From an optimization exercise on the open Yosys and OpenROAD flow, aimed at small area; shortcuts taken in it are not production practice.
At most, simulation tests tie the RTL to the original design; equivalence was not proved.
For runs 2 to 6, only the layout was checked, not whether the RTL still works.
No activity file was given, so power comes from the tool's default toggle rates.

File: flow/config.mk
export PLATFORM = sky130hd
export DESIGN_NAME = dac_spi_rx
export DESIGN_NICKNAME = dac_spi_rx
export VERILOG_FILES = /design/flow/design.v
export SDC_FILE = /design/flow/constraint.sdc
export NUM_CORES = 4
export LEC_CHECK = 0
export CAP_MARGIN = 20
export CORE_MARGIN = 2
export CORE_UTILIZATION = 40
export GPL_TIMING_DRIVEN = 0
export SLEW_MARGIN = 20
File: flow/constraint.sdc
create_clock -name core_clock -period 5.0 [get_ports {clk}]
set_input_delay 1.0000 -clock core_clock [delete_from_list [all_inputs] [get_ports {clk}]]
set_output_delay 1.0000 -clock core_clock [all_outputs]
set_load 0.01 [all_outputs]
File: flow/design.v
`timescale 1ns/1ps
package dac_spi_pkg;
  localparam logic [3:0] CMD_WR_IN      = 4'h0;
  localparam logic [3:0] CMD_UPD        = 4'h1;
  localparam logic [3:0] CMD_WR_UPD_ALL = 4'h2;
  localparam logic [3:0] CMD_WR_UPD     = 4'h3;
  localparam int DAC_FRAME_BITS = 24;
  localparam int COMM_MSB       = 23;
  localparam int ADDR_MSB       = 19;
  localparam int DATA_MSB       = 15;
  typedef enum logic [1:0] {
    ST_IDLE  = 2'd0,
    ST_SHIFT = 2'd1,
    ST_DONE  = 2'd2
  } rx_state_e;
endpackage
`timescale 1ns/1ps
module spi_in_sync #(
  parameter int   STAGES  = 2,
  parameter logic RST_VAL = 1'b0
) (
  input  logic clk,
  input  logic rst,
  input  logic din,
  output logic dout,
  output logic rise,
  output logic fall
);
  logic [STAGES-1:0] sync_q, sync_d;
  logic              prev_q, prev_d;
  always_comb begin
    sync_d = {sync_q[STAGES-2:0], din};
    prev_d = sync_q[STAGES-1];
  end
  always_ff @(posedge clk or negedge rst) begin
    if (!rst) begin
      sync_q <= {STAGES{RST_VAL}};
      prev_q <= RST_VAL;
    end else begin
      sync_q <= sync_d;
      prev_q <= prev_d;
    end
  end
  assign dout = sync_q[STAGES-1];
  assign rise = dout & ~prev_q;
  assign fall = ~dout & prev_q;
endmodule
`timescale 1ns/1ps
module dac_spi_rx #(
  parameter int SYNC_STAGES = 2,
  parameter int NBITS       = 24,
  parameter int NCH         = 16
) (
  input  logic        clk,
  input  logic        rst,
  input  logic        spi_sync,
  input  logic        spi_sclk,
  input  logic        spi_data,
  input  logic [3:0]  rd_addr,
  output logic [15:0] rd_data,
  output logic        rx_valid,
  output logic [3:0]  rx_comm,
  output logic [3:0]  rx_addr,
  output logic [15:0] rx_data,
  output logic        frame_err,
  output logic        busy
);
  logic sync_s, sync_rise, sync_fall;
  logic sclk_s, sclk_rise, sclk_fall;
  logic data_s, data_rise, data_fall;
  logic unused_edges;
  spi_in_sync #(.STAGES(SYNC_STAGES), .RST_VAL(1'b1)) u_sync_sync (
    .clk(clk), .rst(rst), .din(spi_sync), .dout(sync_s), .rise(sync_rise), .fall(sync_fall));
  spi_in_sync #(.STAGES(SYNC_STAGES), .RST_VAL(1'b1)) u_sclk_sync (
    .clk(clk), .rst(rst), .din(spi_sclk), .dout(sclk_s), .rise(sclk_rise), .fall(sclk_fall));
  spi_in_sync #(.STAGES(SYNC_STAGES), .RST_VAL(1'b0)) u_data_sync (
    .clk(clk), .rst(rst), .din(spi_data), .dout(data_s), .rise(data_rise), .fall(data_fall));
  assign unused_edges = ^{sync_s, sclk_s, sclk_rise, data_rise, data_fall};
  dac_spi_pkg::rx_state_e                 state_q, state_d;
  logic [dac_spi_pkg::DAC_FRAME_BITS-1:0] sr_q, sr_d;
  logic [4:0]                cnt_q, cnt_d;
  logic                      rx_valid_q, rx_valid_d;
  logic                      frame_err_q, frame_err_d;
  logic [3:0]                rx_comm_q, rx_comm_d;
  logic [3:0]                rx_addr_q, rx_addr_d;
  logic [15:0]               rx_data_q, rx_data_d;
  logic                      good;
  always_comb begin
    state_d     = state_q;
    sr_d        = sr_q;
    cnt_d       = cnt_q;
    good        = 1'b0;
    frame_err_d = 1'b0;
    case (state_q)
      dac_spi_pkg::ST_IDLE: begin
        if (sync_fall) begin
          state_d = dac_spi_pkg::ST_SHIFT;
          cnt_d   = '0;
        end
      end
      dac_spi_pkg::ST_SHIFT: begin
        if (sclk_fall) begin
          sr_d = {sr_q[dac_spi_pkg::DAC_FRAME_BITS-2:0], data_s};
          if (cnt_q != 5'd31) cnt_d = cnt_q + 5'd1;
        end
        if (sync_rise) state_d = dac_spi_pkg::ST_DONE;
      end
      dac_spi_pkg::ST_DONE: begin
        state_d = dac_spi_pkg::ST_IDLE;
        if (cnt_q == 5'(NBITS)) good = 1'b1;
        else                    frame_err_d = 1'b1;
      end
      default: state_d = dac_spi_pkg::ST_IDLE;
    endcase
    rx_valid_d = good;
    rx_comm_d  = good ? sr_q[dac_spi_pkg::COMM_MSB -: 4]  : rx_comm_q;
    rx_addr_d  = good ? sr_q[dac_spi_pkg::ADDR_MSB -: 4]  : rx_addr_q;
    rx_data_d  = good ? sr_q[dac_spi_pkg::DATA_MSB -: 16] : rx_data_q;
  end
  always_ff @(posedge clk or negedge rst) begin
    if (!rst) begin
      state_q     <= dac_spi_pkg::ST_IDLE;
      cnt_q       <= '0;
      rx_valid_q  <= 1'b0;
      frame_err_q <= 1'b0;
      rx_comm_q   <= '0;
      rx_addr_q   <= '0;
      rx_data_q   <= '0;
    end else begin
      state_q     <= state_d;
      cnt_q       <= cnt_d;
      rx_valid_q  <= rx_valid_d;
      frame_err_q <= frame_err_d;
      rx_comm_q   <= rx_comm_d;
      rx_addr_q   <= rx_addr_d;
      rx_data_q   <= rx_data_d;
    end
  end
  always_ff @(posedge clk) sr_q <= sr_d;
  logic [NCH-1:0][15:0] in_r, out_r;      
  logic [3:0]           ptr_q;            
  logic                 ready_q;          
  logic                 pend_q;           
  logic                 run_q;            
  logic                 act;              
  logic                 c_wr;             
  logic                 p_hit, p_upd;
  logic [15:0]          in_new, out_new;
  assign c_wr  = (rx_comm_q[1:0] != 2'd1);
  assign act   = pend_q & (run_q | (ptr_q == 4'd0));
  assign p_hit = (ptr_q == rx_addr_q);
  assign p_upd = (rx_comm_q[1:0] == 2'd2) | (rx_comm_q[0] & p_hit);
  assign in_new  = (~ready_q | (act & c_wr & p_hit)) ? rx_data_q : in_r[0];
  assign out_new = (~ready_q | (act & p_upd)) ? in_new : out_r[0];
  always_ff @(posedge clk) begin
    in_r  <= {in_new,  in_r[NCH-1:1]};
    out_r <= {out_new, out_r[NCH-1:1]};
  end
  always_ff @(posedge clk or negedge rst) begin
    if (!rst) begin
      ptr_q   <= '0;
      ready_q <= 1'b0;
      pend_q  <= 1'b0;
      run_q   <= 1'b0;
    end else begin
      ptr_q <= ptr_q + 4'd1;
      if (ptr_q == 4'd15) ready_q <= 1'b1;
      if (good) begin
        pend_q <= (sr_q[dac_spi_pkg::COMM_MSB -: 2] == 2'd0);
      end else if (act) begin
        if (ptr_q == 4'd15) begin
          pend_q <= 1'b0;
          run_q  <= 1'b0;
        end else begin
          run_q  <= 1'b1;
        end
      end
    end
  end
  logic [3:0]  nq;       
  logic [1:0]  r_lo, r_hi;
  logic        r_c2, r_done;
  logic        r_hit, r_upd, r_new, use_rx, use_in;
  logic [3:0][15:0] r_out4, r_in4;
  logic [15:0] r_out, r_in;
  logic [3:0]  h0, h1;   
  assign nq = 4'd0 - ptr_q;
  assign r_lo[0] = rd_addr[0] ? ~nq[0] : nq[0];
  assign r_lo[1] = rd_addr[1] ? ~(rd_addr[0] ? (nq[1] ^ nq[0]) : nq[1])
                              :  (rd_addr[0] ? (nq[1] ^ nq[0]) : nq[1]);
  assign r_c2 = rd_addr[1] ? (nq[1] | (rd_addr[0] & nq[0])) : (nq[1] & rd_addr[0] & nq[0]);
  assign h0 = {2'b00, nq[3:2]};
  assign h1 = {2'b00, nq[3:2] + 2'd1};
  always_comb begin
    logic [1:0] e;
    e = r_c2 ? h1[1:0] : h0[1:0];
    r_hi[0] = rd_addr[2] ? ~e[0] : e[0];
    r_hi[1] = rd_addr[3] ? ~(rd_addr[2] ? (e[1] ^ e[0]) : e[1])
                         :  (rd_addr[2] ? (e[1] ^ e[0]) : e[1]);
  end
  always_comb begin
    logic lt1, lt2;
    lt1    = rd_addr[1] ? (ptr_q[1] & ~rd_addr[0] & ptr_q[0]) : (ptr_q[1] | (~rd_addr[0] & ptr_q[0]));
    lt2    = rd_addr[2] ? (ptr_q[2] & lt1) : (ptr_q[2] | lt1);
    r_done = rd_addr[3] ? (ptr_q[3] & lt2) : (ptr_q[3] | lt2);
  end
  always_comb begin
    for (int g = 0; g < 4; g++) begin
      r_out4[g] = out_r[4*g + r_lo];
      r_in4[g]  = in_r[4*g + r_lo];
    end
  end
  assign r_out = r_out4[r_hi];
  assign r_in  = r_in4[r_hi];
  assign r_hit = (rd_addr == rx_addr_q);
  assign r_upd = (rx_comm_q[1:0] == 2'd2) | (rx_comm_q[0] & r_hit);
  assign r_new = pend_q & ~(run_q & r_done) & r_upd;
  assign use_rx = ~ready_q | (r_new & c_wr & r_hit);
  assign use_in = r_new;
  always_comb begin
    if (use_rx)      rd_data = rx_data_q;
    else if (use_in) rd_data = r_in;
    else             rd_data = r_out;
  end
  assign rx_valid  = rx_valid_q;
  assign frame_err = frame_err_q;
  assign rx_comm   = rx_comm_q;
  assign rx_addr   = rx_addr_q;
  assign rx_data   = rx_data_q;
  assign busy      = (state_q == dac_spi_pkg::ST_SHIFT);
endmodule
File: flow/standard.sh
#!/bin/bash
# synth_recipe.tcl (not shown) runs the flow's synth.tcl, then flattens the netlist and writes it again
# the make line also repeats each setting of config.mk as NAME=value (left out here)
make -C /OpenROAD-flow-scripts/flow DESIGN_CONFIG=/design/flow/config.mk WORK_HOME=/design/flow/orfs CLKGATE_MAP_FILE= SYNTH_SCRIPT=/design/flow/synth_recipe.tcl "${@:-finish}"
File: flow/flow/run.sh
#!/bin/bash
# Own layout flow: the standard synthesis, then the standard ORFS steps with:
#  - port buffers of a plain buffer cell (sky130_fd_sc_hd__buf_2) that the resizer may resize
#    freely (MATCH_CELL_FOOTPRINT=0), instead of a delay-buffer footprint,
#  - clock tree synthesis with small clock buffers and small sink clusters, and no dummy
#    balancing loads.
# Each tool's output goes to synth.log / layout.log in the work folder.
set -euo pipefail
cd "$(dirname "$0")/.."
bash standard.sh synth > synth.log 2>&1
bash standard.sh \
  "BUFFER_PORTS_ARGS=-buffer_cell sky130_fd_sc_hd__buf_2" \
  "CTS_ARGS=-sink_clustering_enable -repair_clock_nets -sink_clustering_size 6 -sink_clustering_max_diameter 20 -buf_list {sky130_fd_sc_hd__clkbuf_2} -dont_use_dummy_load" \
  "MATCH_CELL_FOOTPRINT=0" \
  finish > layout.log 2>&1
==> results.txt, run 1 <==
- RePlAce Congestion: around 0.78
- Endpoint type of the worst setup path: primary output
- Syn_area_per_cell: roughly 16 sq um
- CTS clock-pin slew for the worst setup and hold paths: about 0.060 ns
- Setup WS pre-CTS: -0.988 ns
- Drt first pass iters: 5
- Clock buffer depth: 3
- Post-DRT Antenna Nets: 0
- Total number of vias: 10100
- Crit path launch: ptr_q[2]
- IO Count: 52
- CTS HTree Levels: 4
- Worst slew pin tran: between 1 and 1.5 ns
- EDFF count, synth: 24
- Layout cells sized above 1: between 30% and 40%
- PortBufs: between 50 and 60
- Post-Syn Instances: ~1100
- Peak supply drop: between 0.15 and 0.2 mV
- DRC viols: 0
- CTS tree: done
- Min Tclk post-route: 4.93 ns
- Max-Cap Viols: 0
- Clock latency (worst-skew pair): 1.12 ns
- PD cells: between 300 and 400 nW/um^2
- Final Hold Viols: 0
- Final setup viols: 0
- Rel. slew slack: ~22%
- Number of nets in the layout: about 1400
- Num CTS Buffers: about 150
- Status: no timing/DRC/antenna violations
- Peak Freq: between 0.2 and 0.25 GHz
- Largest net degree at the start of global routing: a little under 50
- Hold WC Path Type: in2reg
- Clock Skews: ~0.12 ns
- Syn nets: about 1100
- Final Slew Violations: 0
- Initial antenna violation count: 1
- Commonest non-fill, non-tap cells in the layout: dfxtp_1 (512), clkbuf_2 (162), mux4_2 (86), mux2i_1 (64)
- Dpl cell area: about 19000 sq um
- GRT Overall Usage: about a fifth
- Reg2Reg Launch Point: ptr_q[0]
- Clock root buffer: clkbuf_2
- Routed WL: about 45000 microns
- HPWL Detailed: between 20000 and 30000 microns
- First-pass GRT wire length: roughly 68000 microns
- Die Ht: about 220 microns
- Period utilisation layout: between 90% and 100%
- Vias in the first global route: approximately 11000
- Post-synthesis register bit count: 584
- Tot Pwr: 7.50 mW
- Sequential share of the synthesized area: 68.1%
- Area grow syn2layout: 15.0%
- GRT Residual Overflow: 0
- Primary FF master, synth: dfxtp_1
- Inst Count DP: around 1800
- Util after Layout: a little under half
- Final setup TNS: 0 ns
- Worst setup margin: ~0.067 ns
- Cell Area, Synth: roughly 18000 sq um
- Initial Utilization: 40.5%
- Fin cells: between 1500 and 2000
- Critical path peak fanout: 6
- Initial DRC count: around 640
- Async SR Flop Fraction: between 8 and 9%
- Vias per inst: between 5 and 6
- Worst EP arrival: about 3.9 ns
- Critical path class: reg2out
- RSZ-0062 raised after global routing: yes
- Leak pwr: 8.56 nW
- Post-synthesis cell type count: between 60 and 70
- CP startpoint kind: flop
- Most common cell after layout, fill and taps aside: dfxtp_1
- Fill cells: ~3900
- Hold Slack: between 0.1 and 0.15 ns
- Core area: 44200 sq um
- Rows: 77
- Post-Layout Inst Area: about 21000 sq um
- Critical hold path startpoint: spi_sync
- Die width: around 220 microns
- Syn. warnings: 3
- Crit path required time: approximately 4.0 ns
- Clock sinks: roughly 580
- Die ar.: 46400 sq um
- DR WL/cell: about 23 microns
## per-layer routing
metal / part of all wire [%] / track usage, %
met5: 0 / 0
met4: 3.2 / 9.15
met3: 5.0 / 4.61
met2: 47 / 31.3
met1: 45 / 25.8
## report_power, final
part | internal (mW) | total, mW | switching [mW] | leakage (nW)
clock network | 0.798 | 2.42 | 1.62 | 0.640
registers | 4.71 | 4.73 | 0.0189 | 4.97
logic | 0.117 | 0.352 | 0.235 | 2.96
## worst paths after layout
kind | end | slack [ns] | cells after the start
worst max-delay path | rd_data[12] | 0.07 | 11
worst min-delay path | u_sync_sync.sync_q[0] | 0.12 | 1
worst max register to register | out_r[246] | 1.12 | 8
worst min register to register | out_r[117] | 0.24 | 0
max in group asynchronous | ptr_q[1] | 3.86 | 2
min in group asynchronous | pend_q | 0.57 | 2
## critical path: stages (launching register included)
cell	delay (ns)
dfrtp_2	0.44
and2b_2	0.22
a2111oi_4	0.38
o211a_4	0.25
buf_12	0.16
buf_12	0.16
buf_16	0.15
mux4_2	0.49
a22o_1	0.23
a21oi_2	0.11
a211oi_2	0.11
buf_2	0.17
## synthesized netlist by cell type (all sizes together), types with 2 or more instances
library cell / n / area (sq um)
xor2: 11 / 96.3
mux2i: 64 / 641
edfxtp: 24 / 721
a21boi: 2 / 15.0
o22ai: 14 / 87.6
ha: 7 / 87.6
clkbuf: 23 / 90.1
dfrtp: 42 / 1050
dlygate4sd1: 2 / 17.5
or2: 3 / 18.8
xnor2: 11 / 96.3
a22oi: 2 / 15.0
nor3: 5 / 30.0
buf: 28 / 233
o211ai: 3 / 22.5
a211oi: 30 / 230
nor2: 15 / 56.3
and4b: 2 / 20.0
nand2b: 9 / 56.3
dfstp: 6 / 158
nor2b: 14 / 95.1
a21o: 2 / 15.0
a311oi: 3 / 26.3
nor3b: 3 / 22.5
dfxtp: 512 / 10200
inv: 12 / 45.0
nand3: 6 / 30.0
and3: 2 / 12.5
a21oi: 32 / 164
nand2: 15 / 56.3
mux2: 55 / 619
mux4: 93 / 2160
nand4: 2 / 12.5
o221ai: 15 / 131
a22o: 30 / 263
o21ai: 12 / 60.1
dlygate4sd3: 3 / 30.0
and2b: 2 / 16.3
a221o: 2 / 20.0
## area by class of cell
type                    count  area, sq um  share of cell area [%]
multi-input cells         478         5670                    27.6
repair buffers             77          601                    2.92
diodes                      1         2.50                  0.0122
well taps                 592          741                    3.60
plain buffers              54          558                    2.71
flip-flops and latches    584        12200                    59.2
clock buffers             154          771                    3.75
inverters                  12         45.0                   0.219
## state kept, by name, indices dropped and copies added (netlist names), 2 cells and up
name and flops:
u_sync_sync.sync_q 2, in_r 256, cnt_q 5, ptr_q 4
u_data_sync.sync_q 2, out_r 256, sr_q 24, u_sclk_sync.sync_q 2
rx_addr_q 4, state_q 2, rx_data_q 16, rx_comm_q 4
## logic make-up (layout without fill, tap and decap cells)
group                    after synthesis  after routing  synth area share, %
buffers and inverters                 69            297                 2.39
other                                  0              1                    0
adder cells (fa/ha/maj)                8              8                0.545
multiplexers                         212            212                 19.1
AND/OR/NAND/NOR                       81             81                 2.50
XOR/XNOR                              22             22                 1.08
AO/OA/AOI/OAI                        155            155                 6.29
flip-flops                           584            584                 68.1
## what timing repair did
| action | in CTS | in global routing |
|---|---|---|
| resized for setup | 182 | 35 |
| endpoints found under the hold margin | 38 | 0 |
| setup buffers | 14 | 2 |
| cloned | 7 | 0 |
| hold buffers | 2 | 0 |
| endpoints found under the setup margin | 16 | 16 |
| pin swaps | 37 | 21 |
==> run 2, diff against run 1 <==
--- a/flow/design.v
+++ b/flow/design.v
@@ -177,12 +177,12 @@
       end
     end
   end
+  logic [3:0]  r_idx;
+  logic        r_hit, r_upd, r_new, use_rx, use_in, use_out;
+  logic [15:0] r_oh;
   logic [3:0]  nq;       
   logic [1:0]  r_lo, r_hi;
   logic        r_c2, r_done;
-  logic        r_hit, r_upd, r_new, use_rx, use_in;
-  logic [3:0][15:0] r_out4, r_in4;
-  logic [15:0] r_out, r_in;
   logic [3:0]  h0, h1;   
   assign nq = 4'd0 - ptr_q;
   assign r_lo[0] = rd_addr[0] ? ~nq[0] : nq[0];
@@ -204,23 +204,21 @@
     lt2    = rd_addr[2] ? (ptr_q[2] & lt1) : (ptr_q[2] | lt1);
     r_done = rd_addr[3] ? (ptr_q[3] & lt2) : (ptr_q[3] | lt2);
   end
-  always_comb begin
-    for (int g = 0; g < 4; g++) begin
-      r_out4[g] = out_r[4*g + r_lo];
-      r_in4[g]  = in_r[4*g + r_lo];
-    end
-  end
-  assign r_out = r_out4[r_hi];
-  assign r_in  = r_in4[r_hi];
+  assign r_idx = {r_hi, r_lo};
   assign r_hit = (rd_addr == rx_addr_q);
   assign r_upd = (rx_comm_q[1:0] == 2'd2) | (rx_comm_q[0] & r_hit);
   assign r_new = pend_q & ~(run_q & r_done) & r_upd;
-  assign use_rx = ~ready_q | (r_new & c_wr & r_hit);
-  assign use_in = r_new;
-  always_comb begin
-    if (use_rx)      rd_data = rx_data_q;
-    else if (use_in) rd_data = r_in;
-    else             rd_data = r_out;
+  assign use_rx  = ~ready_q | (r_new & c_wr & r_hit);
+  assign use_in  = ready_q & r_new & ~(c_wr & r_hit);
+  assign use_out = ready_q & ~r_new;
+  always_comb begin
+    r_oh = '0;
+    r_oh[r_idx] = 1'b1;
+    rd_data = rx_data_q & {16{use_rx}};
+    for (int k = 0; k < NCH; k++) begin
+      rd_data = rd_data | (out_r[k] & {16{r_oh[k] & use_out}})
+                        | (in_r[k]  & {16{r_oh[k] & use_in}});
+    end
   end
   assign rx_valid  = rx_valid_q;
   assign frame_err = frame_err_q;
==> flow/run.sh (new file) <==
#!/bin/bash
# synth_recipe.tcl (not shown) runs the flow's synth.tcl, then flattens the netlist and writes it again
# the make line also repeats each setting of config.mk as NAME=value (left out here)
make -C /OpenROAD-flow-scripts/flow DESIGN_CONFIG=/design/flow/config.mk WORK_HOME=/design/flow/orfs CLKGATE_MAP_FILE= SYNTH_SCRIPT=/design/flow/synth_recipe.tcl finish
--- a/flow/config.mk
+++ b/flow/config.mk
@@ -8,5 +8,8 @@
 export CAP_MARGIN = 20
 export CORE_MARGIN = 2
 export CORE_UTILIZATION = 40
+export CTS_BUF_LIST = sky130_fd_sc_hd__clkbuf_16
+export CTS_CLUSTER_DIAMETER = 60
+export CTS_CLUSTER_SIZE = 40
 export GPL_TIMING_DRIVEN = 0
 export SLEW_MARGIN = 20
removed: flow/flow/run.sh
removed: flow/standard.sh
==> run 2 against run 1 <==
Net effect: the layout now fails its checks (negative setup slack); combinational power up 110%; critical path depth grew 8; first-iteration DRC count increased to 2.5 times the previous value; largest cell class unchanged; via count rose by 28%; sequential power about the same; fmax decreased by 10%; highest routed layer unchanged.
==> results.txt, run 2 <==
- CP startpoint kind: flop
- Most common cell in the netlist: dfxtp_1
- Post-synth top cells: dfxtp_1 (512), nand2_1 (148), a22oi_1 (64)
- Post-synthesis cell type count: between 80 and 90
- Clock Skews: 0.0381 ns
- Sw Pwr: roughly 2.2 mW
- Number of nets in the layout: 1631
- RR Endpoint: out_r[253]
- DR WL/cell: roughly 26 microns
- Hold Path Depth: 0
- Clock Power Share: between 30% and 40%
- Diode count: 0
- Area leader, netlist: dfxtp_1
- GRT Residual Overflow: 0
- Primary FF master, synth: dfxtp_1
- Sequential share of the synthesized area: 68.2%
- Yosys top cell area share: approximately 57%
- Cell depth of the worst flop-to-flop path: 9
- Die width: 215 microns
- Vias in the first global route: ~13000
- CTS clock-pin slew for the worst setup and hold paths: 0.12 ns
- Initial DRC count: around 1600
- Reg2reg setup slack: 1.63 ns
- Final setup TNS: -5.47 ns
- Vias per inst: between 5 and 6
- Comb pwr share: between 8 and 9%
- Post-Syn Instances: around 1400
- Rel. slew slack: about a third
- Worst EP arrival: 4.50 ns
- RePlAce Congestion: between 0.9 and 1
- Area of the multi-input gates: approximately 6100 sq um
- Peak Freq: 0.182 GHz
- Num CTS Buffers: 30
- Cell Area, Synth: 17800 sq um
- Hold WC Path Type: reg2reg
- Area grow syn2layout: 26.8%
- Post-DRT Antenna Nets: 0
- Syn nets: 1438
- Leak pwr: 8.84 nW
- Sequential share of power: approximately 54%
- EDFF count, synth: 24
- Peak supply drop: between 0.3 and 0.4 mV
- CTS HTree Levels: 1
- Routed WL: 58500 microns
- Area contributors post-synth: dfxtp_1 (57%), dfrtp_1 (5.9%), edfxtp_1 (4.0%), mux2_2 (3.4%), nand2_1 (3.1%)
- Largest registers: in_r (256), out_r (256), sr_q (24)
- CTS tree: done
- Clock root buffer: clkbuf_16
- Most common cell after layout, fill and taps aside: dfxtp_1
- Final setup viols: 16
- Critical hold path startpoint: out_r[147]
- Layout cells sized above 1: between 20% and 30%
- SO Faults: negative setup slack
- Min Tclk post-route: between 5 and 6 ns
- RSZ-0062 raised after global routing: yes
- Fin cells: around 2200
- Syn_area_per_cell: around 13 sq um
- Critical path peak fanout: 6
- Initial Utilization: roughly two fifths
- Register area: between 10000 and 15000 sq um
- PD cells: between 300 and 400 nW/um^2
- Worst slew pin tran: 0.980 ns
- Fill cells: between 3000 and 4000
- Sw Ratio: around a quarter
- Worst setup margin: -0.495 ns
- IO Count: 52
- Drt first pass iters: 6
- Async SR Flop Fraction: 8.22%
- Die ar.: approximately 46000 sq um
- DRC viols: 0
- GRT Overall Usage: 24.3%
- Syn. warnings: 3
- Clock buffer depth: 3
- Internal power: between 6 and 7 mW
- Critical path class: reg2out
- HPWL Detailed: roughly 37000 microns
- Crit path required time: around 4.0 ns
- PortBufs: between 40 and 50
- Final Slew Violations: 0
- Status: finished with violations
- Total number of vias: around 13000
- First-pass GRT wire length: ~84000 microns
- Final Hold Viols: 0
- Endpoint type of the worst setup path: primary output
- Setup WS pre-CTS: -2.77 ns
- Max-Cap Viols: 0
- Util after Layout: 51.3%
- Initial antenna violation count: 1
- Largest net degree at the start of global routing: 36
- Die Ht: between 200 and 250 microns
- Core area: 44100 sq um
- Rows: a little under 80
- Reg2Reg Launch Point: ptr_q[0]
- Clock latency (worst-skew pair): about 0.61 ns
- Post-synthesis register bit count: around 580
- Period utilisation layout: 110%
- Commonest non-fill, non-tap cells in the layout: dfxtp_1 (512), nand2_1 (143), buf_4 (101), a22oi_1 (55), mux2_2 (51)
- Hold Path Sink: out_r[131]
- Inst Count DP: ~2100
- Clock sinks: between 500 and 600
run 2: kinds of logic after synthesis:
family | share of synthesized area [%]
xor+xnor | 1.58
mux | 4.47
fa+ha+maj | 0.561
flops | 68.2
buf+inv | 2.19
simple gates | 8.72
compound gates | 14.2
run 2: cell type report:
| cell class | count | area share [%] |
|---|---|---|
| clock buffers | 31 | 3.43 |
| flip-flops and latches | 584 | 53.8 |
| well taps | 592 | 3.27 |
| plain buffers | 70 | 3.44 |
| multi-input cells | 746 | 26.9 |
| inverters | 12 | 0.238 |
| clock inverters | 25 | 1.95 |
| repair buffers | 170 | 6.94 |
run 2: routing by layer:
layer  global-route usage [%]  vias to the layer above  wire, microns
met5                        0                        -              0
met1                     33.1                     6474          24200
met2                     38.5                      729          26400
met4                     9.13                        0           2510
met3                     4.76                      142           5380
li1                         -                     5645              -
run 2: power by group through the flow:
| stage | clock network, mW | logic [mW] | registers [mW] |
|---|---|---|---|
| 2_1_floorplan | 0 | 0.262 | 4.82 |
| 3_3_place_gp | 0 | 0.487 | 4.83 |
| 3_5_place_dp | 0 | 0.498 | 4.83 |
| 4_1_cts | 3.24 | 0.661 | 4.72 |
| 5_1_grt | 3.42 | 0.762 | 4.73 |
| 6_report | 3.22 | 0.739 | 4.72 |
run 2: worst max-delay path, stage by stage (launching register included):
cell,delay [ns]
dfrtp_1,0.42
buf_6,0.14
inv_4,0.05
ha_4,0.21
xnor2_4,0.14
xnor2_2,0.16
ha_4,0.19
buf_8,0.12
nor2b_4,0.12
o211ai_1,0.14
mux2_4,0.21
o211ai_1,0.15
buf_4,0.19
and3_4,0.19
buf_8,0.14
buf_4,0.14
o221a_1,0.21
or4_4,0.41
or4_4,0.44
buf_6,0.14
run 2: how the worst max path moves through the flow:
stage               start           to  slack (ns)  depth (start not counted)
2_1_floorplan  rd_addr[0]  rd_data[14]       0.003                         16
3_3_place_gp   rd_addr[0]   rd_data[5]       -2.97                         15
3_5_place_dp   rd_addr[0]   rd_data[3]       -2.77                         16
4_1_cts          ptr_q[0]   rd_data[5]       -0.42                         19
5_1_grt          ptr_q[0]   rd_data[5]       -0.59                         19
6_report         ptr_q[0]   rd_data[7]       -0.50                         19
run 2: per-stage QoR:
| stage | instance area, sq um | power, mW | hold WS, ns |
|---|---|---|---|
| after floorplan | 17900 | 5.09 | 0.322 |
| after global placement | 19100 | 5.31 | 0.328 |
| after detailed placement | 19200 | 5.32 | 0.329 |
| after CTS | 22000 | 8.62 | 0.342 |
| after global routing | 22600 | 8.90 | 0.345 |
| final | 22600 | 8.68 | 0.346 |
run 2: repair_timing:
action,CTS,global route
pin swaps,48,61
hold buffers,0,0
setup buffers,72,41
resized for setup,324,81
gates cloned,3,1
setup endpoints to repair,16,16
==> run 3, diff against run 2 <==
--- a/flow/design.v
+++ b/flow/design.v
@@ -177,12 +177,11 @@
       end
     end
   end
-  logic [3:0]  r_idx;
-  logic        r_hit, r_upd, r_new, use_rx, use_in, use_out;
-  logic [15:0] r_oh;
   logic [3:0]  nq;       
   logic [1:0]  r_lo, r_hi;
   logic        r_c2, r_done;
+  logic        r_hit, r_upd, r_new, use_rx, use_in;
+  logic        use_out;
   logic [3:0]  h0, h1;   
   assign nq = 4'd0 - ptr_q;
   assign r_lo[0] = rd_addr[0] ? ~nq[0] : nq[0];
@@ -204,21 +203,35 @@
     lt2    = rd_addr[2] ? (ptr_q[2] & lt1) : (ptr_q[2] | lt1);
     r_done = rd_addr[3] ? (ptr_q[3] & lt2) : (ptr_q[3] | lt2);
   end
-  assign r_idx = {r_hi, r_lo};
   assign r_hit = (rd_addr == rx_addr_q);
   assign r_upd = (rx_comm_q[1:0] == 2'd2) | (rx_comm_q[0] & r_hit);
   assign r_new = pend_q & ~(run_q & r_done) & r_upd;
   assign use_rx  = ~ready_q | (r_new & c_wr & r_hit);
-  assign use_in  = ready_q & r_new & ~(c_wr & r_hit);
-  assign use_out = ready_q & ~r_new;
-  always_comb begin
-    r_oh = '0;
-    r_oh[r_idx] = 1'b1;
-    rd_data = rx_data_q & {16{use_rx}};
+  assign use_in  = ~use_rx & r_new;
+  assign use_out = ~use_rx & ~r_new;
+  logic [NCH-1:0] r_so, r_si;
+  always_comb begin
     for (int k = 0; k < NCH; k++) begin
-      rd_data = rd_data | (out_r[k] & {16{r_oh[k] & use_out}})
-                        | (in_r[k]  & {16{r_oh[k] & use_in}});
-    end
+      r_so[k] = (r_hi == 2'(k / 4)) & (r_lo == 2'(k % 4)) & use_out;
+      r_si[k] = (r_hi == 2'(k / 4)) & (r_lo == 2'(k % 4)) & use_in;
+    end
+  end
+  for (genvar b = 0; b < 16; b++) begin : g_rd
+    logic [32:0] d, s;
+    logic [10:0] y;
+    for (genvar k = 0; k < NCH; k++) begin : g_k
+      assign d[k]       = out_r[k][b];
+      assign s[k]       = r_so[k];
+      assign d[NCH + k] = in_r[k][b];
+      assign s[NCH + k] = r_si[k];
+    end
+    assign d[32] = rx_data_q[b];
+    assign s[32] = use_rx;
+    for (genvar j = 0; j < 11; j++) begin : g_j
+      dac_spi_aoi222 u_aoi (.a0(d[3*j]), .b0(s[3*j]), .a1(d[3*j+1]), .b1(s[3*j+1]),
+                            .a2(d[3*j+2]), .b2(s[3*j+2]), .y(y[j]));
+    end
+    assign rd_data[b] = ~&y;
   end
   assign rx_valid  = rx_valid_q;
   assign frame_err = frame_err_q;
@@ -227,3 +240,9 @@
   assign rx_data   = rx_data_q;
   assign busy      = (state_q == dac_spi_pkg::ST_SHIFT);
 endmodule
+module dac_spi_aoi222 (
+  input  logic a0, b0, a1, b1, a2, b2,
+  output logic y
+);
+  assign y = ~((a0 & b0) | (a1 & b1) | (a2 & b2));
+endmodule
==> flow/flow/run.sh (new file) <==
#!/bin/bash
# Own layout flow: the standard synthesis, then the standard ORFS steps with:
#  - port buffers of a plain buffer cell (sky130_fd_sc_hd__buf_1) that the resizer may resize
#    freely (MATCH_CELL_FOOTPRINT=0), instead of a delay-buffer footprint,
#  - clock tree synthesis with small clock buffers and small sink clusters, and no dummy
#    balancing loads.
# Each tool's output goes to synth.log / layout.log in the work folder.
set -euo pipefail
cd "$(dirname "$0")/.."
bash standard.sh synth > synth.log 2>&1
bash standard.sh \
  "BUFFER_PORTS_ARGS=-buffer_cell sky130_fd_sc_hd__buf_1" \
  "CTS_ARGS=-sink_clustering_enable -repair_clock_nets -sink_clustering_size 10 -sink_clustering_max_diameter 30 -buf_list {sky130_fd_sc_hd__clkbuf_4} -dont_use_dummy_load" \
  "MATCH_CELL_FOOTPRINT=0" \
  finish > layout.log 2>&1
==> flow/standard.sh (new file) <==
#!/bin/bash
# synth_recipe.tcl (not shown) runs the flow's synth.tcl, then flattens the netlist and writes it again
# the make line also repeats each setting of config.mk as NAME=value (left out here)
make -C /OpenROAD-flow-scripts/flow DESIGN_CONFIG=/design/flow/config.mk WORK_HOME=/design/flow/orfs CLKGATE_MAP_FILE= SYNTH_SCRIPT=/design/flow/synth_recipe.tcl "${@:-finish}"
==> flow/config.mk (replaced) <==
export PLATFORM = sky130hd
export DESIGN_NAME = dac_spi_rx
export DESIGN_NICKNAME = dac_spi_rx
export VERILOG_FILES = /design/flow/design.v
export SDC_FILE = /design/flow/constraint.sdc
export NUM_CORES = 4
export LEC_CHECK = 0
export CAP_MARGIN = 20
export CORE_MARGIN = 2
export CORE_UTILIZATION = 60
export GPL_TIMING_DRIVEN = 0
export SLEW_MARGIN = 20
export SYNTH_HIERARCHICAL = 1
export SYNTH_MINIMUM_KEEP_SIZE = 0
removed: flow/run.sh
==> run 3 against run 2 <==
Net effect: count of clock-buffer cells in the layout rose by 53; largest power group unchanged; setup slack improved by 0.44 ns; still fails the layout checks on negative setup slack; combinational power shrank 71%; synthesized area down 8.8%; fmax increased by 8.8%; total power fell by 18%; critical path type is now in2out; worst hold slack worse by 0.083 ns.
==> results.txt, run 3 <==
- Status: finished with violations
- Critical path peak fanout: 10
- PD cells: 382 nW/um^2
- Worst slew pin tran: about 1.1 ns
- Total number of vias: 10300
- Critical Path Max Stage Delay: 0.72 ns
- Syn_area_per_cell: 15.3 sq um
- RSZ-0062 raised after global routing: yes
- Num CTS Buffers: 84
- Initial Utilization: between 60 and 70%
- Tot Pwr: between 7 and 8 mW
- Rows: 60
- Clock Skews: between 0.1 and 0.15 ns
- CTS tree: done
- First-pass GRT wire length: a little over 60000 microns
- Delay-heaviest family, CP: simple AND/OR/NAND/NOR gates
- Fill cells: 1837
- GRT Residual Overflow: 0
- Crit-path slowest cell: nor2_2
- Clock sinks: between 500 and 600
- CTS clock-pin slew for the worst setup and hold paths: 0.10 ns
- Peak supply drop: 0.214 mV
- Largest net degree at the start of global routing: 27
- Largest registers: in_r (256), out_r (256), sr_q (24)
- Final setup TNS: -0.115 ns
- Period utilisation layout: 101%
- HPWL Detailed: approximately 28000 microns
- Routed WL: ~41000 microns
- DR WL/cell: about 25 microns
- Initial DRC count: around 1400
- Reg2Reg Launch Point: ptr_q[0]
- Vias in the first global route: between 10000 and 15000
- Final setup viols: 6
- Vias per inst: ~6.4
- RePlAce Congestion: approximately 0.78
- Critical path class: in2out
- CTS HTree Levels: 3
- RR Endpoint: out_r[250]
- Critical-path cell list: clkbuf_2 -> inv_1 -> ha_1 -> nor2_1 -> o221ai_1 -> a41oi_1 -> nand3_1 -> nor2_2 -> buf_6 -> a222oi_1 -> nand4_1 -> clkbuf_2
- Syn nets: about 1100
- Leak pwr: roughly 7.2 nW
- Initial antenna violation count: 1
- Cell depth of the worst flop-to-flop path: 9
- Crit path required time: around 4.0 ns
- Layout cells sized above 1: 25.8%
- Worst EP arrival: around 4.1 ns
- CP startpoint kind: primary input
- Drt first pass iters: 7
- Die ar.: 28500 sq um
- IO Count: 52
- Clock latency (worst-skew pair): 0.73 ns
- Rel. slew slack: 27.9%
- Most common cell after layout, fill and taps aside: dfxtp_1
- Worst Path Buf+Inv: 4
- Cell Area, Synth: roughly 16000 sq um
- Setup WS pre-CTS: -0.635 ns
- Clock root buffer: clkbuf_4
- Reg2reg setup slack: 2.32 ns
- Peak Freq: approximately 0.20 GHz
- Die Ht: about 170 microns
- Post-DRT Antenna Nets: 0
- Most used cell along the critical path: clkbuf_2
- Worst setup margin: -0.0529 ns
- Die width: between 150 and 200 microns
- Commonest non-fill, non-tap cells in the layout: dfxtp_1 (512), a222oi_1 (176), clkbuf_4 (84), buf_4 (53), nand4_1 (49)
- Core area: 26800 sq um
- Post-Syn Instances: 1065
- Hold WC Path Type: in2async
- GRT Overall Usage: 28.3%
- Final Slew Violations: 0
- Syn. warnings: 9
- PortBufs: 51
- Final Hold Viols: 0
- Area grow syn2layout: 15.3%
- Min Tclk post-route: about 5.1 ns
- DRC viols: 0
- SO Faults: negative setup slack
- Endpoint type of the worst setup path: primary output
- Clock buffer depth: 3
- Number of nets in the layout: 1296
- Max-Cap Viols: 0
==> run 3: cell types whose count changed in the layout (fill, tap and decap cells not counted), moves of 33 or more <==
cell       previous run  this run
nand2_1             143        11
a22oi_1              55         0
a21oi_1              49         3
buf_1                 0        43
nand4_1              16        49
buf_4               101        53
a222oi_1             36       176
clkbuf_16            35         0
clkbuf_4              7        84
==> run 3: power breakdown <==
group / internal (mW) / leakage [nW] / switching, mW
Sequential: 4.72 / 4.97 / 0.0229
Clock: 0.772 / 0.386 / 1.43
Combinational: 0.0812 / 1.87 / 0.135
==> run 3: worst max path at each step <==
| stage | from | to | slack [ns] | cells after the start |
|---|---|---|---|---|
| floorplan | rd_addr[0] | rd_data[0] | 0.84 | 10 |
| global placement | rd_addr[0] | rd_data[14] | -1.35 | 12 |
| detailed placement | rd_addr[1] | rd_data[14] | -0.64 | 12 |
| CTS | ptr_q[2] | rd_data[13] | 0.05 | 12 |
| global route | ptr_q[0] | rd_data[14] | -0.16 | 14 |
| finish | rd_addr[0] | rd_data[9] | -0.05 | 12 |
==> run 3: layout make-up <==
class / instances / area [sq um] / area share [%]
Clock buffer: 84 / 631 / 3.36
Buffer: 25 / 204 / 1.09
Multi-Input combinational cell: 451 / 4270 / 22.8
Tap cell: 341 / 427 / 2.28
Antenna cell: 1 / 2.50 / 0.0133
Timing Repair Buffer: 128 / 1020 / 5.43
Inverter: 6 / 25.0 / 0.133
Sequential cell: 584 / 12200 / 64.9
==> run 3: metrics by stage <==
step                utilization [%]  area, sq um  hold slack (ns)  std cells
global placement               63.0        16900            0.331       1457
floorplan                         -        16300            0.330       1065
CTS                            68.7        18400            0.213       1595
global route                   70.0        18800            0.249       1620
finish                         70.0        18800            0.263       1620
detailed placement             64.9        17400            0.336       1489
==> run 3: repair_timing <==
item	in CTS	in global routing
setup buffers	22	23
endpoints found under the setup margin	16	16
hold buffers	0	0
gates resized for setup	44	34
cloned	0	2
pin swaps	16	25
==> run 3: layer usage <==
| metal | share of wire (%) | global-route usage, % | vias to the layer above |
|---|---|---|---|
| met4 | 3.0 | 8.92 | 0 |
| li1 | - | - | 4635 |
| met3 | 9.2 | 7.46 | 109 |
| met1 | 43 | 39.6 | 5095 |
| met2 | 44 | 43.6 | 469 |
| met5 | 0 | 0 | - |
==> run 4, diff against run 3 <==
--- a/flow/design.v
+++ b/flow/design.v
@@ -209,29 +209,27 @@
   assign use_rx  = ~ready_q | (r_new & c_wr & r_hit);
   assign use_in  = ~use_rx & r_new;
   assign use_out = ~use_rx & ~r_new;
-  logic [NCH-1:0] r_so, r_si;
-  always_comb begin
-    for (int k = 0; k < NCH; k++) begin
-      r_so[k] = (r_hi == 2'(k / 4)) & (r_lo == 2'(k % 4)) & use_out;
-      r_si[k] = (r_hi == 2'(k / 4)) & (r_lo == 2'(k % 4)) & use_in;
-    end
+  logic [NCH-1:0] r_oh;
+  always_comb begin
+    for (int k = 0; k < NCH; k++) r_oh[k] = (r_hi == 2'(k / 4)) & (r_lo == 2'(k % 4));
   end
   for (genvar b = 0; b < 16; b++) begin : g_rd
-    logic [32:0] d, s;
-    logic [10:0] y;
-    for (genvar k = 0; k < NCH; k++) begin : g_k
-      assign d[k]       = out_r[k][b];
-      assign s[k]       = r_so[k];
-      assign d[NCH + k] = in_r[k][b];
-      assign s[NCH + k] = r_si[k];
-    end
-    assign d[32] = rx_data_q[b];
-    assign s[32] = use_rx;
-    for (genvar j = 0; j < 11; j++) begin : g_j
-      dac_spi_aoi222 u_aoi (.a0(d[3*j]), .b0(s[3*j]), .a1(d[3*j+1]), .b1(s[3*j+1]),
-                            .a2(d[3*j+2]), .b2(s[3*j+2]), .y(y[j]));
-    end
-    assign rd_data[b] = ~&y;
+    logic [5:0] yo, yi;
+    logic       po, pi;
+    for (genvar j = 0; j < 5; j++) begin : g_j
+      dac_spi_aoi222 u_o (.a0(out_r[3*j][b]), .b0(r_oh[3*j]), .a1(out_r[3*j+1][b]), .b1(r_oh[3*j+1]),
+                          .a2(out_r[3*j+2][b]), .b2(r_oh[3*j+2]), .y(yo[j]));
+      dac_spi_aoi222 u_i (.a0(in_r[3*j][b]), .b0(r_oh[3*j]), .a1(in_r[3*j+1][b]), .b1(r_oh[3*j+1]),
+                          .a2(in_r[3*j+2][b]), .b2(r_oh[3*j+2]), .y(yi[j]));
+    end
+    assign yo[5] = ~(out_r[15][b] & r_oh[15]);
+    assign yi[5] = ~(in_r[15][b] & r_oh[15]);
+    assign po = ~&yo;
+    assign pi = ~&yi;
+    logic yf;
+    dac_spi_aoi222 u_f (.a0(po), .b0(use_out), .a1(pi), .b1(use_in),
+                        .a2(rx_data_q[b]), .b2(use_rx), .y(yf));
+    assign rd_data[b] = ~yf;
   end
   assign rx_valid  = rx_valid_q;
   assign frame_err = frame_err_q;
--- a/flow/config.mk
+++ b/flow/config.mk
@@ -8,7 +8,7 @@
 export CAP_MARGIN = 20
 export CORE_MARGIN = 2
 export CORE_UTILIZATION = 60
-export GPL_TIMING_DRIVEN = 0
+export GPL_TIMING_DRIVEN = 1
 export SLEW_MARGIN = 20
 export SYNTH_HIERARCHICAL = 1
 export SYNTH_MINIMUM_KEEP_SIZE = 0
==> run 4 against run 3 <==
Net effect: critical path depth increased by 4; final area is 2.3% higher; global-route usage is 1.4 points higher; register-to-register slack gained 0.20 ns; first-iteration DRC count grew 22%; the layout still fails its checks (negative setup slack); utilization grew 1.2 points; largest power group unchanged; cell count increased by 7.4%; sequential power about the same.
==> results.txt, run 4 <==
- Reg2reg setup slack: around 2.5 ns
- Commonest non-fill, non-tap cells in the layout: dfxtp_1 (512), a222oi_1 (176), clkbuf_4 (89), buf_4 (85), nand2_1 (59)
- Fin cells: 1740
- Cell depth of the worst flop-to-flop path: 7
- Vias in the first global route: ~11000
- DR WL/cell: roughly 25 microns
- Endpoint type of the worst setup path: primary output
- Critical path class: reg2out
- Reg2Reg Launch Point: ptr_q[0]
- Initial DRC count: 1736
- Min Tclk post-route: between 5 and 6 ns
- Peak supply drop: around 0.21 mV
- SO Faults: negative setup slack
- Critical hold path startpoint: out_r[45]
- Final setup viols: 16
- Hold WC Path Type: reg2reg
- Initial antenna violation count: 1
- Largest net degree at the start of global routing: just under 50
- Status: finished with violations
- Inst Count DP: roughly 1600
- Internal power: about 5.7 mW
- Largest registers: in_r (256), out_r (256), sr_q (24)
- Number of nets in the layout: 1416
- Area grow syn2layout: 16.3%
- PortBufs: about 50
- Post-Syn Instances: approximately 1200
- CP startpoint kind: flop
- Vias per inst: around 6.4
- Clock Skews: ~0.096 ns
- Drt first pass iters: 10
- Max-Cap Viols: 0
- Peak Freq: 0.191 GHz
- Die width: approximately 170 microns
- Post-Layout Inst Area: about 19000 sq um
- Rows: 60
- Cell Area, Synth: between 15000 and 20000 sq um
- Period utilisation layout: 105%
- GRT Residual Overflow: 0
- Critical path peak fanout: 13
- DRC viols: 0
- Routed WL: roughly 43000 microns
- Worst setup margin: -0.238 ns
- Hold Path Sink: out_r[29]
- CTS HTree Levels: 3
- RePlAce Congestion: between 0.7 and 0.8
- Layout cells sized above 1: about a fifth
- Clock buffer depth: 3
- Rel. slew slack: between 20% and 30%
- RSZ-0062 raised after global routing: yes
- GRT Overall Usage: 29.8%
- Syn. warnings: 9
- Initial Utilization: between 60 and 70%
- Clock Power Share: 30.7%
- RR Endpoint: out_r[255]
- Worst slew pin tran: between 1 and 1.5 ns
- PD cells: roughly 380 nW/um^2
- Num CTS Buffers: 89
- CTS clock-pin slew for the worst setup and hold paths: approximately 0.09 ns
- Leak pwr: roughly 8.1 nW
- Worst EP arrival: around 4.2 ns
- Hold Path Depth: 0
- Sw Ratio: roughly 22%
- Sw Pwr: ~1.6 mW
- Crit path required time: roughly 4.0 ns
- Final Slew Violations: 0
- Syn nets: roughly 1200
- Hold Buf Count CTS: 0
- Clock root buffer: clkbuf_4
- Clock sinks: between 500 and 600
- CTS tree: done
- Comb pwr share: just over 4%
- Total number of vias: around 11000
- Tot Pwr: 7.29 mW
- Sequential share of power: between 60% and 70%
- Dpl cell area: roughly 18000 sq um
- IO Count: 52
- First-pass GRT wire length: roughly 65000 microns
- HPWL Detailed: between 20000 and 30000 microns
- Die ar.: a little under 30000 sq um
- Clock latency (worst-skew pair): 0.74 ns
- Most common cell after layout, fill and taps aside: dfxtp_1
- Post-DRT Antenna Nets: 0
- Final Hold Viols: 0
- Die Ht: ~170 microns
- Syn_area_per_cell: about 14 sq um
- Final setup TNS: -2.73 ns
- Core area: 27000 sq um
run 4: worst max-delay path: stages (launching register included):
cell      delay, ns
dfrtp_1        0.37
inv_2          0.07
ha_4           0.18
xnor2_4        0.15
or3b_4         0.40
and2_4         0.18
a221oi_2       0.26
buf_4          0.19
buf_4          0.12
nor3_4         0.07
buf_12         0.17
a222oi_1       0.37
nand3_1        0.12
a211o_1        0.29
a222oi_1       0.41
inv_1          0.07
buf_2          0.15
run 4: stage by stage:
stage | worst slack, ns | hold slack [ns] | utilization [%]
after floorplan | 0.149 | 0.330 | -
after global routing | -0.445 | 0.266 | 71.2
after CTS | -0.219 | 0.260 | 70.6
after global placement | -0.123 | 0.332 | 67.4
after detailed placement | -0.157 | 0.336 | 67.4
final | -0.238 | 0.279 | 71.2
run 4: layer usage:
metal	vias up	GRT usage, %	part of all wire [%]
met1	5532	40.7	44
met2	525	47.5	46
li1	5061	-	-
met4	0	10.1	2.2
met5	-	0	0
met3	73	6.56	8.0
run 4: final cells by class:
class	count	area, sq um
fillers	1914	7770
diodes	1	2.50
well taps	341	427
clock buffers	89	668
inverters	27	101
repair buffers	171	1510
flip-flops and latches	584	12200
multi-input cells	527	4290
run 4: worst max-delay path by stage:
stage,startpoint,end,slack (ns),cells after the start
after global placement,rd_addr[0],rd_data[12],-0.12,15
after detailed placement,rd_addr[0],rd_data[6],-0.16,15
after CTS,ptr_q[0],rd_data[6],-0.22,15
final,ptr_q[0],rd_data[5],-0.24,16
after floorplan,rd_addr[0],rd_data[10],0.15,11
after global routing,ptr_q[0],rd_data[6],-0.45,16
run 4: power groups by stage:
| stage | Clock (mW) | Sequential (mW) | Combinational, mW |
|---|---|---|---|
| floorplan | 0 | 4.84 | 0.119 |
| detailed placement | 0 | 4.86 | 0.275 |
| global placement | 0 | 4.86 | 0.272 |
| CTS | 2.27 | 4.75 | 0.291 |
| global route | 2.47 | 4.76 | 0.317 |
| finish | 2.23 | 4.75 | 0.299 |
run 4: repair_timing:
action	in CTS	in global routing
setup buffers	15	10
gates resized for setup	26	14
cloned	2	1
endpoints found under the setup margin	16	16
pin swaps	55	38
==> run 5, diff against run 4 <==
--- a/flow/config.mk
+++ b/flow/config.mk
@@ -8,7 +8,7 @@
 export CAP_MARGIN = 20
 export CORE_MARGIN = 2
 export CORE_UTILIZATION = 60
-export GPL_TIMING_DRIVEN = 1
+export GPL_TIMING_DRIVEN = 0
 export SLEW_MARGIN = 20
 export SYNTH_HIERARCHICAL = 1
 export SYNTH_MINIMUM_KEEP_SIZE = 0
==> run 5 against run 4 <==
Net effect: register-to-register slack worse by 0.60 ns; synthesized area is the same; critical path depth increased by 2; the layout still fails its checks (negative setup slack); largest power group unchanged; first-iteration DRC count fell by 4.7%; combinational power is 3% higher.
==> results.txt, run 5 <==
- Status: finished with violations
- SO Faults: negative setup slack
- Vias per inst: 6.56
- CTS clock-pin slew for the worst setup and hold paths: 0.10 ns
- Commonest non-fill, non-tap cells in the layout: dfxtp_1 (512), a222oi_1 (176), clkbuf_4 (95), nand2_1 (59), nand3_1 (54)
- Initial DRC count: 1654
- Vias in the first global route: 11200
- Worst slew pin tran: around 1.1 ns
- Leak pwr: between 7 and 8 nW
- GRT Residual Overflow: 0
- Post-DRT Antenna Nets: 0
- Sw Ratio: between 20 and 25%
- Post-Syn Instances: ~1200
- Final setup viols: 16
- Fill cells: 1878
- Die width: around 170 microns
- Worst EP arrival: 4.36 ns
- Largest net degree at the start of global routing: ~50
- Clock root buffer: clkbuf_4
- Setup WS pre-CTS: -1.06 ns
- Total number of vias: around 11000
- Reg2Reg Launch Point: ptr_q[0]
- Drt first pass iters: 8
- Reg2reg setup slack: 1.92 ns
- Die ar.: just under 30000 sq um
- Peak Freq: 0.186 GHz
- Period utilisation layout: 107%
- Syn_area_per_cell: between 10 and 15 sq um
- Critical-path cell list: buf_6 -> inv_4 -> ha_4 -> xnor2_2 -> or3b_4 -> and2_4 -> a221oi_4 -> buf_12 -> nor3_4 -> buf_8 -> buf_12 -> buf_8 -> a222oi_1 -> nand3_1 -> a211o_1 -> a222oi_1 -> inv_1 -> buf_2
- Comb pwr share: 4.2%
- Endpoint type of the worst setup path: primary output
- Min Tclk post-route: 5.36 ns
- Die Ht: around 170 microns
- Area of the multi-input gates: between 4000 and 5000 sq um
- DRC viols: 0
- DR WL/cell: 25.9 microns
- PD cells: about 390 nW/um^2
- CTS tree: done
- First-pass GRT wire length: roughly 66000 microns
- Sequential share of power: between 60% and 70%
- Cell depth of the worst flop-to-flop path: 9
- Critical path class: reg2out
- Delay-heaviest family, CP: compound AO/OA/AOI/OAI gates
- Worst Path Buf+Inv: 8
- CP startpoint kind: flop
- Rel. slew slack: between 20% and 30%
- Crit path required time: 4.00 ns
- Final Slew Violations: 0
- Hold WC Path Type: in2async
- Clock buffer depth: 3
- RSZ-0062 raised after global routing: yes
- IO Count: 52
- Hold Slack: roughly 0.22 ns
- Initial Utilization: between 60% and 70%
- Routed WL: 44500 microns
- Final Hold Viols: 0
- Core area: approximately 27000 sq um
- Internal power: 5.70 mW
- RePlAce Congestion: around 0.8
- Worst setup margin: -0.363 ns
- Crit-path slowest cell: a222oi_1
- Crit path launch: ptr_q[0]
- Sw Pwr: between 1.5 and 2 mW
- Num CTS Buffers: 94
- PortBufs: 51
- Area grow syn2layout: 15.6%
- Largest registers: in_r (256), out_r (256), sr_q (24)
- Most common cell after layout, fill and taps aside: dfxtp_1
- Max-Cap Viols: 0
- Clock latency (worst-skew pair): around 0.76 ns
- Critical path peak fanout: 7
- Peak supply drop: about 0.26 mV
- Inst Count DP: around 1600
- Syn nets: around 1200
- GRT Overall Usage: just over 30%
- Syn. warnings: 9
- Cell Area, Synth: 16500 sq um
- Fin cells: 1718
- HPWL Detailed: about 27000 microns
- Clock Power Share: 31.3%
- Final setup TNS: -4.02 ns
- Rows: 60
- Initial antenna violation count: 1
- Critical Path Max Stage Delay: between 0.4 and 0.5 ns
- Number of nets in the layout: 1393
- Clock sinks: 584
- CTS HTree Levels: 3
- Register area: 12200 sq um
- Layout cells sized above 1: about a fifth
- Clock Skews: 0.111 ns
- RR Endpoint: out_r[254]
-- run 5: cell types whose count changed in the layout (fill, tap and decap cells not counted), sizes merged --
cell | before | now
buf | 159 | 109
clkbuf | 101 | 128
diode | 1 | 2
-- run 5: layer usage --
layer / vias up / wire, microns / track usage [%]
met3: 93 / 3590 / 5.63
met4: 0 / 1240 / 11.5
li1: 5018 / - / -
met5: - / 0 / 0
met1: 5605 / 19000 / 42.2
met2: 559 / 20700 / 48.9
-- run 5: repair_timing --
item	in CTS	in global routing
setup buffers	28	7
cloned	4	1
gates resized for setup	28	29
endpoints found under the setup margin	16	16
hold buffers	0	0
pin swaps	32	25
-- run 5: worst max-delay path by stage --
stage / slack (ns) / cells past startpoint / to
after floorplan: 0.15 / 11 / rd_data[10]
after global placement: -2.39 / 13 / rd_data[6]
after detailed placement: -1.06 / 16 / rd_data[0]
after CTS: -0.39 / 18 / rd_data[0]
after global routing: -0.56 / 16 / rd_data[6]
final: -0.36 / 18 / rd_data[0]
-- run 5: final cells by class --
type / count / share of cell area [%]
Tap cell: 341 / 2.24
Sequential cell: 584 / 63.9
Multi-Input combinational cell: 527 / 22.7
Antenna cell: 2 / 0.0262
Buffer: 24 / 0.715
Clock buffer: 94 / 3.70
Inverter: 27 / 0.545
Timing Repair Buffer: 119 / 6.23
-- run 5: power by group through the flow --
stage / combinational, mW / clock, mW / sequential (mW)
after CTS: 0.291 / 2.35 / 4.75
after floorplan: 0.119 / 0 / 4.84
after global routing: 0.322 / 2.54 / 4.75
final: 0.307 / 2.30 / 4.75
after detailed placement: 0.256 / 0 / 4.85
after global placement: 0.206 / 0 / 4.85
-- run 5: stage by stage --
stage | total power [mW] | util [%] | area, sq um
2_1_floorplan | 4.96 | - | 16500
3_3_place_gp | 5.06 | 63.7 | 17200
3_5_place_dp | 5.11 | 65.9 | 17800
4_1_cts | 7.39 | 70.1 | 18900
5_1_grt | 7.61 | 70.7 | 19100
6_report | 7.36 | 70.7 | 19100
==> run 6, diff against run 5 <==
--- a/flow/design.v
+++ b/flow/design.v
@@ -177,32 +177,44 @@
       end
     end
   end
-  logic [3:0]  nq;       
-  logic [1:0]  r_lo, r_hi;
-  logic        r_c2, r_done;
-  logic        r_hit, r_upd, r_new, use_rx, use_in;
-  logic        use_out;
-  logic [3:0]  h0, h1;   
-  assign nq = 4'd0 - ptr_q;
-  assign r_lo[0] = rd_addr[0] ? ~nq[0] : nq[0];
-  assign r_lo[1] = rd_addr[1] ? ~(rd_addr[0] ? (nq[1] ^ nq[0]) : nq[1])
-                              :  (rd_addr[0] ? (nq[1] ^ nq[0]) : nq[1]);
-  assign r_c2 = rd_addr[1] ? (nq[1] | (rd_addr[0] & nq[0])) : (nq[1] & rd_addr[0] & nq[0]);
-  assign h0 = {2'b00, nq[3:2]};
-  assign h1 = {2'b00, nq[3:2] + 2'd1};
-  always_comb begin
-    logic [1:0] e;
-    e = r_c2 ? h1[1:0] : h0[1:0];
-    r_hi[0] = rd_addr[2] ? ~e[0] : e[0];
-    r_hi[1] = rd_addr[3] ? ~(rd_addr[2] ? (e[1] ^ e[0]) : e[1])
-                         :  (rd_addr[2] ? (e[1] ^ e[0]) : e[1]);
-  end
-  always_comb begin
-    logic lt1, lt2;
-    lt1    = rd_addr[1] ? (ptr_q[1] & ~rd_addr[0] & ptr_q[0]) : (ptr_q[1] | (~rd_addr[0] & ptr_q[0]));
-    lt2    = rd_addr[2] ? (ptr_q[2] & lt1) : (ptr_q[2] | lt1);
-    r_done = rd_addr[3] ? (ptr_q[3] & lt2) : (ptr_q[3] | lt2);
-  end
+  logic [3:0] a_lo, a_hi;           
+  logic [3:0] p_lo, p_hi0, p_hi1;   
+  logic [3:0] p_gt;                 
+  logic [3:0] p_hgt;                
+  logic [3:0] r_lo1, r_hi0, r_hi1, r_hi1h;
+  logic       r_borrow, r_done, r_lt_hi, r_eq_hi;
+  always_comb begin
+    for (int m = 0; m < 4; m++) begin
+      a_lo[m]  = (rd_addr[1:0] == 2'(m));
+      a_hi[m]  = (rd_addr[3:2] == 2'(m));
+      p_lo[m]  = (ptr_q[1:0] == 2'(m));
+      p_hi0[m] = (ptr_q[3:2] == 2'(m));
+      p_hi1[m] = (ptr_q[3:2] + 2'd1 == 2'(m));
+      p_gt[m]  = (ptr_q[1:0] > 2'(m));
+      p_hgt[m] = (ptr_q[3:2] > 2'(m));
+    end
+    for (int j = 0; j < 4; j++) begin
+      r_lo1[j] = 1'b0;
+      r_hi0[j] = 1'b0;
+      r_hi1[j] = 1'b0;
+      for (int m = 0; m < 4; m++) begin
+        r_lo1[j] = r_lo1[j] | (a_lo[m] & p_lo[2'(m - j)]);
+        r_hi0[j] = r_hi0[j] | (a_hi[m] & p_hi0[2'(m - j)]);
+        r_hi1[j] = r_hi1[j] | (a_hi[m] & p_hi1[2'(m - j)]);
+      end
+    end
+    r_borrow = 1'b0;
+    r_lt_hi  = 1'b0;
+    r_eq_hi  = 1'b0;
+    for (int m = 0; m < 4; m++) begin
+      r_borrow = r_borrow | (a_lo[m] & p_gt[m]);
+      r_lt_hi  = r_lt_hi  | (a_hi[m] & p_hgt[m]);
+      r_eq_hi  = r_eq_hi  | (a_hi[m] & p_hi0[m]);
+    end
+    r_hi1h = r_borrow ? r_hi1 : r_hi0;
+    r_done = r_lt_hi | (r_eq_hi & r_borrow);
+  end
+  logic r_hit, r_upd, r_new, use_rx, use_in, use_out;
   assign r_hit = (rd_addr == rx_addr_q);
   assign r_upd = (rx_comm_q[1:0] == 2'd2) | (rx_comm_q[0] & r_hit);
   assign r_new = pend_q & ~(run_q & r_done) & r_upd;
@@ -211,7 +223,7 @@
   assign use_out = ~use_rx & ~r_new;
   logic [NCH-1:0] r_oh;
   always_comb begin
-    for (int k = 0; k < NCH; k++) r_oh[k] = (r_hi == 2'(k / 4)) & (r_lo == 2'(k % 4));
+    for (int k = 0; k < NCH; k++) r_oh[k] = r_hi1h[k / 4] & r_lo1[k % 4];
   end
   for (genvar b = 0; b < 16; b++) begin : g_rd
     logic [5:0] yo, yi;
--- a/flow/config.mk
+++ b/flow/config.mk
@@ -7,7 +7,7 @@
 export LEC_CHECK = 0
 export CAP_MARGIN = 20
 export CORE_MARGIN = 2
-export CORE_UTILIZATION = 60
+export CORE_UTILIZATION = 40
 export GPL_TIMING_DRIVEN = 0
 export SLEW_MARGIN = 20
 export SYNTH_HIERARCHICAL = 1
==> run 6 against run 5 <==
Net effect: still fails the layout checks on negative setup slack; register-to-register slack gained 0.04 ns; critical path type unchanged; clock skew shrank 0.0077 ns; synthesized cell count shrank 6.7%; final area grew 1.0%; synthesized area shrank 1.5%; clock power shrank 5%; sequential share of layout area shrank 0.64 points; global-route usage shrank 11 points; largest cell class unchanged; non-clock buffer count grew 13; via count shrank 7.9%; die area grew 47%.
==> results.txt, run 6 <==
- Status: finished with violations
- SO Faults: negative setup slack
- Clock buffer depth: 3
- Syn nets: 1100
- Most common cell after layout, fill and taps aside: dfxtp_1
- Crit-path slowest cell: dfrtp_2
- PD cells: about 370 nW/um^2
- Commonest non-fill, non-tap cells in the layout: dfxtp_1 (512), a222oi_1 (176), clkbuf_4 (83), mux2_2 (47), nand2_1 (44)
- Worst slew pin tran: approximately 1.0 ns
- Final Slew Violations: 0
- Worst setup margin: -0.172 ns
- Syn. warnings: 33
- Critical path class: reg2out
- First-pass GRT wire length: around 63000 microns
- Num CTS Buffers: about 80
- Worst EP arrival: approximately 4.2 ns
- Vias in the first global route: approximately 11000
- Final Hold Viols: 0
- Clock Skews: around 0.10 ns
- Drt first pass iters: 7
- RSZ-0062 raised after global routing: yes
- Critical-path cell list: buf_6 -> ha_4 -> nand4bb_4 -> o31ai_4 -> buf_4 -> or3_1 -> a211o_2 -> a21oi_4 -> clkbuf_16 -> buf_8 -> a222oi_1 -> nand3_1 -> a211o_1 -> a222oi_1 -> inv_1 -> buf_2
- HPWL Detailed: between 20000 and 30000 microns
- Grt met3 use: about 3.5%
- Area grow syn2layout: 18.5%
- Hold Slack: roughly 0.16 ns
- Critical path peak fanout: 7
- Post-DRT Antenna Nets: 0
- Clock root buffer: clkbuf_4
- Cell Area, Synth: about 16000 sq um
- CTS clock-pin slew for the worst setup and hold paths: ~0.090 ns
- Fill cells: ~3500
- Dpl cell area: about 18000 sq um
- Initial antenna violation count: 1
- Clock latency (worst-skew pair): around 0.74 ns
- Reg2reg setup slack: between 1.5 and 2 ns
- GR Layer Usage met2: between 30% and 40%
- Largest registers: in_r (256), out_r (256), sr_q (24)
- Die Ht: roughly 200 microns
- Vias per inst: 5.66
- PortBufs: 48
- Routed WL: 41800 microns
- Peak Freq: 0.193 GHz
- GRT Residual Overflow: 0
- CP startpoint kind: flop
- Syn_area_per_cell: 15.0 sq um
- Critical Path Max Stage Delay: about 0.42 ns
- Gr busiest metal: met2
- Endpoint type of the worst setup path: primary output
- Tot Pwr: 7.19 mW
- Max-Cap Viols: 0
- IO Count: 52
- RePlAce Congestion: between 0.7 and 0.8
- Hold Buf Count CTS: 0
- Rel. slew slack: between 30% and 40%
- Period utilisation layout: 103%
- Peak supply drop: 0.244 mV
- Core area: approximately 40000 sq um
- M1 GR Usage: between 20 and 30%
- Initial Utilization: 40.7%
- Largest net degree at the start of global routing: 33
- Post-Layout Inst Area: 19300 sq um
- Initial DRC count: between 1000 and 1500
- Crit path launch: ptr_q[0]
- CTS HTree Levels: 3
- Rows: 73
- DRC viols: 0
- Post-Syn Instances: 1084
- Layout cells sized above 1: a little under a quarter
- Inst Count DP: about 1700
- Min Tclk post-route: a little over 5 ns
- GRT Overall Usage: ~20%
- CTS tree: done
- Number of nets in the layout: between 1000 and 1500
- Die ar.: 42300 sq um
- Hold WC Path Type: in2async
- Most used cell along the critical path: a222oi_1
- Reg2Reg Launch Point: ptr_q[1]
- Crit path required time: about 4 ns
- Fin cells: 1833
- Die width: slightly above 200 microns
- Leak pwr: 7.94 nW
- Clock sinks: 584
- Final setup viols: 16
- DR WL/cell: 22.8 microns
- Total number of vias: between 10000 and 15000
- Util after Layout: about half
[run 6: worst paths after layout]
| check | cells after the start | end |
|---|---|---|
| worst max register to register | 8 | out_r[245] |
| min in group core_clock | 0 | in_r[206] |
| worst min register to register | 0 | in_r[206] |
| worst min-delay path | 1 | rx_data_q[10] |
| worst max-delay path | 16 | rd_data[10] |
| max in group asynchronous | 2 | ptr_q[0] |
[run 6: per-stage QoR]
stage	TNS, ns	setup slack (ns)
after floorplan	0	0.00626
after global placement	-40.57	-2.68
after detailed placement	-17.38	-1.30
after CTS	-2.35	-0.261
after global routing	-4.86	-0.392
final	-1.46	-0.172
[run 6: area by class of cell]
class | count | area, sq um | area share [%]
Sequential cell | 584 | 12200 | 63.2
Multi-Input combinational cell | 460 | 4220 | 21.9
Buffer | 16 | 97.6 | 0.507
Antenna cell | 2 | 5.00 | 0.0260
Timing Repair Buffer | 140 | 1390 | 7.24
Tap cell | 525 | 657 | 3.41
Clock buffer | 82 | 616 | 3.20
Inverter | 24 | 92.6 | 0.481
[run 6: metal layers]
layer / vias to the layer above / wire length, microns
met3: 72 / 3380
met1: 5207 / 19100
met2: 393 / 18400
li1: 4709 / -
met4: 0 / 885
met5: - / 0
[run 6: timing repair]
action                     CTS  global route
pin swaps                   70            12
setup buffers               48             7
setup endpoints to repair   16            16
gates cloned                 2             0
gates resized for setup     78             6
[run 6: worst max-delay path: cells and delay by family, from the launching register on]
family,cells,cell delay [ns]
flip-flops,1,0.42
buffers and inverters,6,1.00
AO/OA/AOI/OAI,6,1.43
adder cells (fa/ha/maj),1,0.16
AND/OR/NAND/NOR,3,0.47
[run 6: power breakdown]
| part | leakage, nW | internal, mW | switching [mW] |
|---|---|---|---|
| clock network | 0.377 | 0.754 | 1.43 |
| logic | 2.60 | 0.0975 | 0.164 |
| registers | 4.97 | 4.72 | 0.0239 |

[static timing again, ports no longer ideal]
How much do the figures lean on ideal ports? The routed layouts below were timed once more, with nothing changed but the port constraints.
Step 1 sets driving cells, clkbuf_16 on the clock port and buf_2 on the other inputs (assumed; they add their load-dependent delay and slew).
Step 2 moves the port delays by t, midway between the first and last clock arrival at a register: inputs arrive t later, outputs are due t later. That takes back most of the time a late clock gives input paths.
a / b / c = no drivers / after step 1 / after step 2; a / b = the first two.
| run | t (ns) | setup WS [ns] | clock arrival spread, ns | worst register clock-pin slew, ns | pins driven straight from the clock port |
|---|---|---|---|---|---|
| run 1 | 1.092 | 0.067 / 0.021 / 0.292 | 0.147 / 0.147 | 0.12 / 0.12 | 1 |
| run 2 | 0.652 | -0.495 / -0.553 / -0.468 | 0.039 / 0.038 | 0.12 / 0.12 | 1 |
| run 3 | 0.726 | -0.053 / -0.077 / -0.077 | 0.109 / 0.109 | 0.12 / 0.12 | 1 |
| run 4 | 0.729 | -0.238 / -0.285 / -0.189 | 0.118 / 0.118 | 0.11 / 0.11 | 1 |
| run 5 | 0.747 | -0.363 / -0.408 / -0.316 | 0.123 / 0.123 | 0.10 / 0.10 | 1 |
| run 6 | 0.748 | -0.172 / -0.220 / -0.148 | 0.121 / 0.121 | 0.11 / 0.11 | 1 |
The setup slack of run 3, which loses most, moves by -0.024 ns with the drivers and by -0.024 ns with both steps.
